Background: an optimization exercise with open tools, aiming at small area. Do not read the settings as production practice. Only simulation tests tie the RTL to the original design; equivalence was not proved. Power is estimated from default activity; no workload was simulated.

Setup of build 48:
// axi_xdma_st_data_chk_slave_stream
module axi_xdma_st_data_chk_slave_stream #(
    parameter int          C_S_AXIS_TDATA_WIDTH  = 128,
    parameter int          NUMBER_OF_INPUT_WORDS = 64,
    parameter logic [15:0] BP_LFSR_SEED          = 16'hACE1
) (
    input  logic                              S_AXIS_ACLK,
    input  logic                              S_AXIS_ARESETN,
    input  logic                              S_AXIS_TVALID,
    input  logic [C_S_AXIS_TDATA_WIDTH-1:0]   S_AXIS_TDATA,
    input  logic [C_S_AXIS_TDATA_WIDTH/8-1:0] S_AXIS_TSTRB,
    input  logic                              S_AXIS_TLAST,
    output logic                              S_AXIS_TREADY,
    input  logic [31:0]                       config_reg0,
    input  logic [31:0]                       config_reg1,
    input  logic [31:0]                       config_reg2,
    output logic [63:0]                       beat_count,
    output logic [31:0]                       pkt_count,
    output logic [31:0]                       data_err_count,
    output logic [31:0]                       tlast_err_count,
    output logic                              first_err_valid,
    output logic [C_S_AXIS_TDATA_WIDTH-1:0]   first_err_data,
    output logic [C_S_AXIS_TDATA_WIDTH-1:0]   first_err_expected,
    output logic [31:0]                       first_err_beat
);
export LEC_CHECK = 0
export CAP_MARGIN = 20
export CORE_MARGIN = 2
export CORE_UTILIZATION = 30
export SLEW_MARGIN = 20
create_clock -name core_clock -period 6.0 [get_ports {S_AXIS_ACLK}]
run.sh (not shown) runs the stock make flow with config.mk's settings and CLKGATE_MAP_FILE= SYNTH_SCRIPT=/design/flow/synth_recipe.tcl, a recipe that flattens the netlist after the stock synthesis.
Looking at the reports, build 48 completed the entire flow and the layout it produced met the timing, DRC and antenna checks.
Input changes introduced in build 25 (baseline for comparison: build 48):
Settings: setting BUFFER_PORTS_ARGS to -buffer_cell sky130_fd_sc_hd__buf_1 for the first time.
==> flow/flow/run.sh (new file) <==
#!/bin/bash
set -euo pipefail
if [[ -f flow/extra.mk ]]; then cat flow/extra.mk >> config.mk; fi
bash standard.sh > standard.log 2>&1
==> flow/flow/extra.mk (new file) <==
export BUFFER_PORTS_ARGS = -buffer_cell sky130_fd_sc_hd__buf_1
==> flow/standard.sh (new file) <==
#!/bin/bash
# synth_recipe.tcl (not shown) runs the flow's synth.tcl, then flattens the netlist and writes it again
# the make line also repeats each setting of config.mk as NAME=value (left out here)
make -C /OpenROAD-flow-scripts/flow DESIGN_CONFIG=/design/flow/config.mk WORK_HOME=/design/flow/orfs CLKGATE_MAP_FILE= SYNTH_SCRIPT=/design/flow/synth_recipe.tcl "${@:-finish}"
removed: flow/run.sh
Notes after the runs:
Looking at number of non-clock buffers in the layout, build 25 sits below build 48.
Of build 25 and build 48, it is build 25 that has the higher net switching power.
In the tables for build 48 and build 25, relative area change from synthesis to final layout reads higher with build 48.
When build 25 is measured against build 48, its pre-CTS setup slack turns out 0.43 ns higher.
Between build 48 and build 25, the fraction of area in multi-input gates is lower for build 48.
Compared with build 48, build 25 shows a critical path depth that is 1 higher.
Build 25 vs. build 48: setup slack after layout picked up an extra 0.28 ns, number of antenna violations at the first check in global routing picked up an extra 7.
For build 74, these inputs were changed with respect to build 25:
Settings: ABC_AREA newly set to 1.
==> flow/flow/run.sh <==
#!/bin/bash
set -euo pipefail
if [[ -f flow/extra.mk ]]; then cat flow/extra.mk >> config.mk; fi
rm -rf scripts && cp -r "$FLOW_HOME/scripts" scripts
cp flow/abc_area.script scripts/abc_area.script
SCRIPTS_DIR="$PWD/scripts" bash standard.sh > standard.log 2>&1
==> flow/flow/abc_area.script (new file) <==
&get -n
&st
&dch
&nf -a
&put
topo
stime -c
buffer -c
upsize -c
dnsize -c
==> run summary <==
- sky130_fd_sc_hd__or4_1 as the critical path's slowest cell was reported by build 25, and sky130_fd_sc_hd__or3_2 by build 74.
- Power: build 74 draws less than build 25
- On met3 track demand over resource in global routing: build 74 sits below build 25.
- From build 25 to build 74 the numbers moved as follows: cell area after synthesis saw a decrease, final instance area saw a decrease.
- Of build 25 and build 74, the run reporting the lower multi-input logic area was build 74.
- Diff build 25 -> build 74: final wirelength lower, internal portion of total power dropped 39 uW, sequential share of layout area climbed 3.5 points.
- Looking at most common library cell in the layout ignoring fill and taps, the sky130_fd_sc_hd__buf_1 result is from build 74; the sky130_fd_sc_hd__nand2_1 one comes from build 25.
- Post-layout worst setup margin: higher on build 74
- Looking at main combinational cell family by area after synthesis, the simple AND/OR/NAND/NOR gates result is from build 25; the compound AO/OA/AOI/OAI gates one comes from build 74.
- Max sequential element share of the synthesized area across build 25 and build 74: build 74
- Time the worst path needs with I/O delays and setup, build 25 and build 74: higher on build 25
- Build 25 and build 74 all finish clean.
[inputs] build 65 vs build 74
Settings: CTS_BUF_LIST: unset -> sky130_fd_sc_hd__clkbuf_4; ABC_AREA: 1 -> unset.
==> flow/flow/run.sh <==
#!/bin/bash
set -euo pipefail
if [[ -f flow/extra.mk ]]; then cat flow/extra.mk >> config.mk; fi
bash standard.sh > standard.log 2>&1
removed: flow/flow/abc_area.script
## What came out
Build 65 — sequential element share of the synthesized area 4.1 points lower, build 74 as reference
Build 65 against build 74: final-layout setup total negative slack did not really move; filler-free cell count of the finished design went up.

---

job 101:
The RTL this note starts from:
==> flow/design.v <==
package axi_xdma_st_data_pkg;
    localparam logic [1:0] COUNTER_NORMAL = 2'b00;
    localparam logic [1:0] COUNTER_DOWN   = 2'b01;
    localparam logic [1:0] COUNTER_STOP   = 2'b10;
    localparam logic [1:0] RANDOM_DATA    = 2'b11;
    typedef enum logic [1:0] {CLEAR = 2'd0, SEED = 2'd1, CHECK = 2'd2} chk_state_e;
    localparam int CFG_MODE      = 0;
    localparam int CFG_AUTO_SEED = 2;
    localparam int CFG_CLEAR     = 3;
    localparam int CFG_BP_EN     = 4;
    localparam int CFG_PRESET    = 5;
endpackage
module axis_bp_lfsr #(
    parameter logic [15:0] SEED = 16'hACE1
) (
    input  logic        i_clk,
    input  logic        i_rst_n,
    input  logic        i_en,
    output logic [15:0] o_lfsr
);
    logic [15:0] r_lfsr;
    assign o_lfsr = r_lfsr;
    always_ff @(posedge i_clk) begin
        if (!i_rst_n)
            r_lfsr <= SEED;
        else if (i_en)
            r_lfsr <= {1'b0, r_lfsr[15:1]} ^ (r_lfsr[0] ? 16'hB400 : 16'h0000);
    end
endmodule
module axi_xdma_st_data_chk_slave_stream #(
    parameter int          C_S_AXIS_TDATA_WIDTH  = 128,
    parameter int          NUMBER_OF_INPUT_WORDS = 64,
    parameter logic [15:0] BP_LFSR_SEED          = 16'hACE1
) (
    input  logic                              S_AXIS_ACLK,
    input  logic                              S_AXIS_ARESETN,
    input  logic                              S_AXIS_TVALID,
    input  logic [C_S_AXIS_TDATA_WIDTH-1:0]   S_AXIS_TDATA,
    input  logic [C_S_AXIS_TDATA_WIDTH/8-1:0] S_AXIS_TSTRB,
    input  logic                              S_AXIS_TLAST,
    output logic                              S_AXIS_TREADY,
    input  logic [31:0]                       config_reg0,
    input  logic [31:0]                       config_reg1,
    input  logic [31:0]                       config_reg2,
    output logic [63:0]                       beat_count,
    output logic [31:0]                       pkt_count,
    output logic [31:0]                       data_err_count,
    output logic [31:0]                       tlast_err_count,
    output logic                              first_err_valid,
    output logic [C_S_AXIS_TDATA_WIDTH-1:0]   first_err_data,
    output logic [C_S_AXIS_TDATA_WIDTH-1:0]   first_err_expected,
    output logic [31:0]                       first_err_beat
);
    function automatic logic [63:0] pre_and64(input logic [63:0] x);
        logic [7:0] blk, ball;
        logic [63:0] c;
        logic r;
        for (int b = 0; b < 8; b++) begin
            r = 1'b1;
            for (int i = 0; i < 8; i++) begin
                c[8*b+i] = r;
                r = r & x[8*b+i];
            end
            blk[b] = r;
        end
        ball[0] = 1'b1;
        for (int b = 1; b < 8; b++) ball[b] = ball[b-1] & blk[b-1];
        for (int b = 1; b < 8; b++)
            for (int i = 0; i < 8; i++) c[8*b+i] = c[8*b+i] & ball[b];
        pre_and64 = c;
    endfunction
    localparam int W = C_S_AXIS_TDATA_WIDTH;
    logic         r_clear, r_seed;           
    logic         r_tready;
    logic [63:0]  r_beat_count;
    logic [31:0]  r_pkt_count, r_data_err_count, r_tlast_err_count, r_first_err_beat;
    logic         r_first_err_valid;
    logic [W-1:0] r_expected, r_first_err_data, r_first_err_expected;
    logic [5:0]   r_beat_idx;
    logic [15:0]  w_lfsr;
    axis_bp_lfsr #(.SEED(BP_LFSR_SEED)) u_bp_lfsr (
        .i_clk   (S_AXIS_ACLK),
        .i_rst_n (S_AXIS_ARESETN),
        .i_en    (1'b1),
        .o_lfsr  (w_lfsr)
    );
    logic rst, ld, clr, acc, act, chk, m0, m1, m3, en, a, b, sel_t, sel_e, cin;
    logic [31:0] p1, p2;
    assign rst = ~S_AXIS_ARESETN;
    assign ld  = rst | r_clear;
    assign clr = config_reg0[3];
    assign acc = S_AXIS_TVALID & r_tready;
    assign act = acc & ~ld;
    assign chk = ~r_clear & ~r_seed;
    assign m0  = config_reg0[1:0] == 2'd0;
    assign m1  = config_reg0[1:0] == 2'd1;
    assign m3  = config_reg0[1:0] == 2'd3;
    assign p1  = config_reg1 & {32{~rst & config_reg0[5]}};
    assign p2  = config_reg2 & {32{~rst & config_reg0[5]}};
    assign en    = act & ~m3;
    assign a     = en & m0;
    assign b     = en & m1;
    assign sel_t = r_seed & ~m3;
    assign sel_e = ~ld & ~r_seed;
    assign cin   = b | ld | (r_seed & m3);   
    logic [W-1:0] base, nexp;
    logic [63:0]  y, gp, pp, hq, hpre;
    logic         c64;
    logic [63:0] G, P;
    always_comb begin
        base = ({W{sel_t}} & S_AXIS_TDATA) | ({W{sel_e}} & r_expected);
        for (int i = 0; i < 64; i++) y[i] = i < 32 ? (config_reg1[i] ? a : b) : (config_reg2[i-32] ? a : b);
        pp = base[63:0] ^ y;
        gp = base[63:0] & y;
        G = gp;
        P = pp;
        G[0] = gp[0] | (pp[0] & cin);
        for (int l = 0; l < 6; l++)
            for (int i = 2**(l+1) - 1; i < 64; i += 2**(l+1)) begin
                G[i] = G[i] | (P[i] & G[i - 2**l]);
                P[i] = P[i] & P[i - 2**l];
            end
        for (int l = 4; l >= 0; l--)
            for (int i = 3 * 2**l - 1; i < 64; i += 2**(l+1))
                G[i] = G[i] | (P[i] & G[i - 2**l]);
        nexp[0] = pp[0] ^ cin;
        for (int i = 1; i < 64; i++) nexp[i] = pp[i] ^ G[i-1];
        c64 = G[63];
        hq   = base[127:64] ^ {64{m1}};
        hpre = pre_and64(hq) & {64{en & (c64 ^ m1)}};
        nexp[127:64] = base[127:64] ^ hpre;
    end
    logic neq, derr, at_last, terr, cap, hold;
    assign neq     = |(S_AXIS_TDATA ^ r_expected);
    assign derr    = (chk & ~m3 & neq) | ~(&S_AXIS_TSTRB);
    assign at_last = &r_beat_idx;
    assign terr    = S_AXIS_TLAST ^ at_last;
    assign cap     = act & derr & ~r_first_err_valid;
    assign hold    = ~ld & ~cap;
    logic  cap_e, cap_1;
    assign cap_e   = cap & ~r_seed;
    assign cap_1   = cap & r_seed;
    logic [63:0] beat_t, beat_pre;
    logic [31:0] pkt_t, derr_t, terr_t;
    logic [63:0] pkt_pre, derr_pre, terr_pre;
    logic        derr_full, terr_full;
    assign beat_pre  = pre_and64(r_beat_count);
    assign beat_t    = beat_pre & {64{act}};
    assign pkt_pre   = pre_and64({32'd0, r_pkt_count});
    assign pkt_t     = pkt_pre[31:0] & {32{act & S_AXIS_TLAST}};
    assign derr_pre  = pre_and64({32'd0, r_data_err_count});
    assign derr_full = derr_pre[31] & r_data_err_count[31];
    assign derr_t    = derr_pre[31:0] & {32{act & derr & ~derr_full}};
    assign terr_pre  = pre_and64({32'd0, r_tlast_err_count});
    assign terr_full = terr_pre[31] & r_tlast_err_count[31];
    assign terr_t    = terr_pre[31:0] & {32{act & terr & ~terr_full}};
    assign S_AXIS_TREADY      = r_tready;
    assign beat_count         = r_beat_count;
    assign pkt_count          = r_pkt_count;
    assign data_err_count     = r_data_err_count;
    assign tlast_err_count    = r_tlast_err_count;
    assign first_err_valid    = r_first_err_valid;
    assign first_err_data     = r_first_err_data;
    assign first_err_expected = r_first_err_expected;
    assign first_err_beat     = r_first_err_beat;
    always_ff @(posedge S_AXIS_ACLK) begin
        r_clear  <= rst | clr;
        r_seed   <= ~rst & ~clr & (r_clear ? config_reg0[2] : (r_seed & ~acc));
        r_tready <= ~rst & ~clr & (~config_reg0[4] | w_lfsr[0]);
        r_expected <= nexp;
        r_beat_count      <= ld ? {p2, p1} : (r_beat_count ^ beat_t);
        r_pkt_count       <= ld ? p2 : (r_pkt_count ^ pkt_t);
        r_data_err_count  <= ld ? p1 : (r_data_err_count ^ derr_t);
        r_tlast_err_count <= ld ? p2 : (r_tlast_err_count ^ terr_t);
        r_first_err_valid    <= ~ld & (r_first_err_valid | (act & derr));
        r_first_err_data     <= {W{~ld}} & (r_first_err_data | ({W{cap}} & S_AXIS_TDATA));
        r_first_err_expected <= {W{~ld}} & (r_first_err_expected | ({W{cap_e}} & r_expected) | {{(W-1){1'b0}}, cap_1});
        r_first_err_beat     <= {32{~ld}} & (r_first_err_beat | ({32{cap}} & r_beat_count[31:0]));
        r_beat_idx <= (ld | (act & S_AXIS_TLAST)) ? 6'd0 : (act ? r_beat_idx + 6'd1 : r_beat_idx);
    end
endmodule
clock: 6.0 ns
lec_check: 0
abc_area: 1
cap_margin: 20
core_margin: 2
core_utilization: 70
slew_margin: 20
buffer_ports_args: -buffer_cell sky130_fd_sc_hd__buf_1
cts_args: -sink_clustering_enable -repair_clock_nets -dont_use_dummy_load -buf_list {sky130_fd_sc_hd__clkbuf_4 sky130_fd_sc_hd__clkbuf_8 sky130_fd_sc_hd__clkbuf_16} -sink_clustering_size 25 -sink_clustering_max_diameter 80
standard.sh (not shown) runs the stock make flow with config.mk's settings and CLKGATE_MAP_FILE= SYNTH_SCRIPT=/design/flow/synth_recipe.tcl, a recipe that flattens the netlist after the stock synthesis.
==> flow/flow/run.sh <==
#!/bin/bash
set -euo pipefail
if [[ -f flow/extra.mk ]]; then cat flow/extra.mk >> config.mk; fi
rm -rf scripts && cp -r "$FLOW_HOME/scripts" scripts
cp flow/abc_area.script scripts/abc_area.script
SCRIPTS_DIR="$PWD/scripts" bash standard.sh > standard.log 2>&1
==> flow/flow/abc_area.script <==
&get -n
&st
&dch
&nf -a
&put
topo
stime -c
dnsize -c
==> flow/flow/extra.mk <==
export BUFFER_PORTS_ARGS = -buffer_cell sky130_fd_sc_hd__buf_1
export CTS_ARGS = -sink_clustering_enable -repair_clock_nets -dont_use_dummy_load -buf_list {sky130_fd_sc_hd__clkbuf_4 sky130_fd_sc_hd__clkbuf_8 sky130_fd_sc_hd__clkbuf_16} -sink_clustering_size 25 -sink_clustering_max_diameter 80
Job 101 completed every stage of the flow, and the final layout passed the timing, DRC and antenna checks.
Relative to job 101, the following input files were edited for job 102:
==> flow/flow/abc_area.script <==
&get -n
&st
&dc2
&dch
&nf -a -R 1000
&put
topo
stime -c
dnsize -c
==> comparison <==
- Summary across job 101 and job 102: the single failing run is job 102.
- Delta (job 102 minus job 101): total standard cell area after synthesis went down by about 3.5%, post-synthesis adder-cell area fraction went up by 0.21 points.
- The final reports for job 102 and job 101 show initial standard-cell utilization of the core lower in the former.
- Going from job 101 to job 102, number of core rows shrank by 1.4%, gate count of the mapped netlist shrank by 126.
- Job 102 and job 101 ended up with roughly the same fraction of registers with async set/reset.
#### Input delta (job 103 over job 102)
==> flow/flow/abc_area.script <==
&get -n
&st
&dch
&nf -a
&put
topo
stime -c
buffer -c
upsize -c
dnsize -c
Job 103 | stages: all done | timing, DRC, antenna: all pass. Compound-gate portion of the synthesized area (job 103 over job 102): decrease, 2.4 points. [job 103] die outline height rose 6.1 µm relative to job 102. Area after synthesis went up by a few percent going from job 102 to job 103. The post-synthesis share of cell area spent on and, or, nand and nor gates in job 103 sits 1.6 points above the value recorded for job 102. Sequential share of the synthesized area down 2.9 points in job 103 wrt job 102.
The inputs of job 104 differ from those of job 103 as listed below.
Settings: CORE_MARGIN: 2 -> unset; CTS_ARGS: -sink_clustering_enable -repair_clock_nets -dont_use_dummy_load -buf_list {sky130_fd_sc_hd__clkbuf_4 sky130_fd_sc_hd__clkbuf_8 sky130_fd_sc_hd__clkbuf_16} -sink_clustering_size 25 -sink_clustering_max_diameter 80 -> -sink_clustering_enable -repair_clock_nets -dont_use_dummy_load -buf_list {sky130_fd_sc_hd__clkbuf_8} -sink_clustering_size 16 -sink_clustering_max_diameter 50; RECOVER_POWER: unset -> 100; DIE_AREA: unset -> 0 0 196 196; CORE_UTILIZATION: 70 -> unset; CORE_AREA: unset -> 2 2 194 194.
==> flow/flow/abc_area.script <==
&get -n
&st
&dch
&nf -a -R 1000
&put
topo
stime -c
dnsize -c
==> flow/flow/extra.mk <==
export BUFFER_PORTS_ARGS = -buffer_cell sky130_fd_sc_hd__buf_1
export CTS_ARGS = -sink_clustering_enable -repair_clock_nets -dont_use_dummy_load -buf_list {sky130_fd_sc_hd__clkbuf_8} -sink_clustering_size 16 -sink_clustering_max_diameter 50
export ADDER_MAP_FILE =
export RECOVER_POWER = 100
Looking across job 104 and job 103, the single run that reached the end with no open violations was job 103.
The lower non-clock inverter count in the final layout came out of job 103.
Job 103 ended up with r_expected[63]$_DFF_P_ as its capture point of the critical path; job 104 ended up with r_expected[70]$_DFF_P_.
Min non-clock buffer count across job 104 and job 103: job 103
Uppermost metal layer occupied by signal nets = met4: job 104; uppermost metal layer occupied by signal nets = met5: job 103
Between job 103 and job 104, the flow reports routed wire length decreasing by a few percent.
Going from job 103 to job 104, number of clock buffer instances in the layout now sits higher, post-synth net total now sits lower, final worst-path cycle share now sits higher.

## separate check: timing with driven ports
In the flow no input, the clock included, has a driving cell. The finished layouts below were timed again as built, in two steps. Step 1, drivers: a clkbuf_16 drives S_AXIS_ACLK and a buf_2 each remaining input, both assumed. Step 2 times the ports against the registers' clock, not the clock port: input delays grow and output delays shrink by t, the midpoint of the rising clock arrivals with the driver on. Slacks: no drivers / after step 1 / after step 2; pairs: no drivers / after step 1.
run	shift t [ns]	setup slack, ns	cell pins on the clock port's net
build 48	0.706	0.280 / 0.214 / -0.492	1
build 25	0.704	0.559 / 0.478 / -0.227	1
build 74	0.694	0.842 / 0.837 / 0.144	1
build 65	1.102	0.556 / 0.556 / -0.293	1
job 101	0.649	0.737 / 0.759 / 0.110	1
job 103	0.652	0.888 / 0.922 / 0.270	1
job 104	0.698	0.322 / 0.301 / -0.396	1
The setup slack of build 65, which loses most, moves by 0.000 ns with the drivers and by -0.849 ns with both steps.
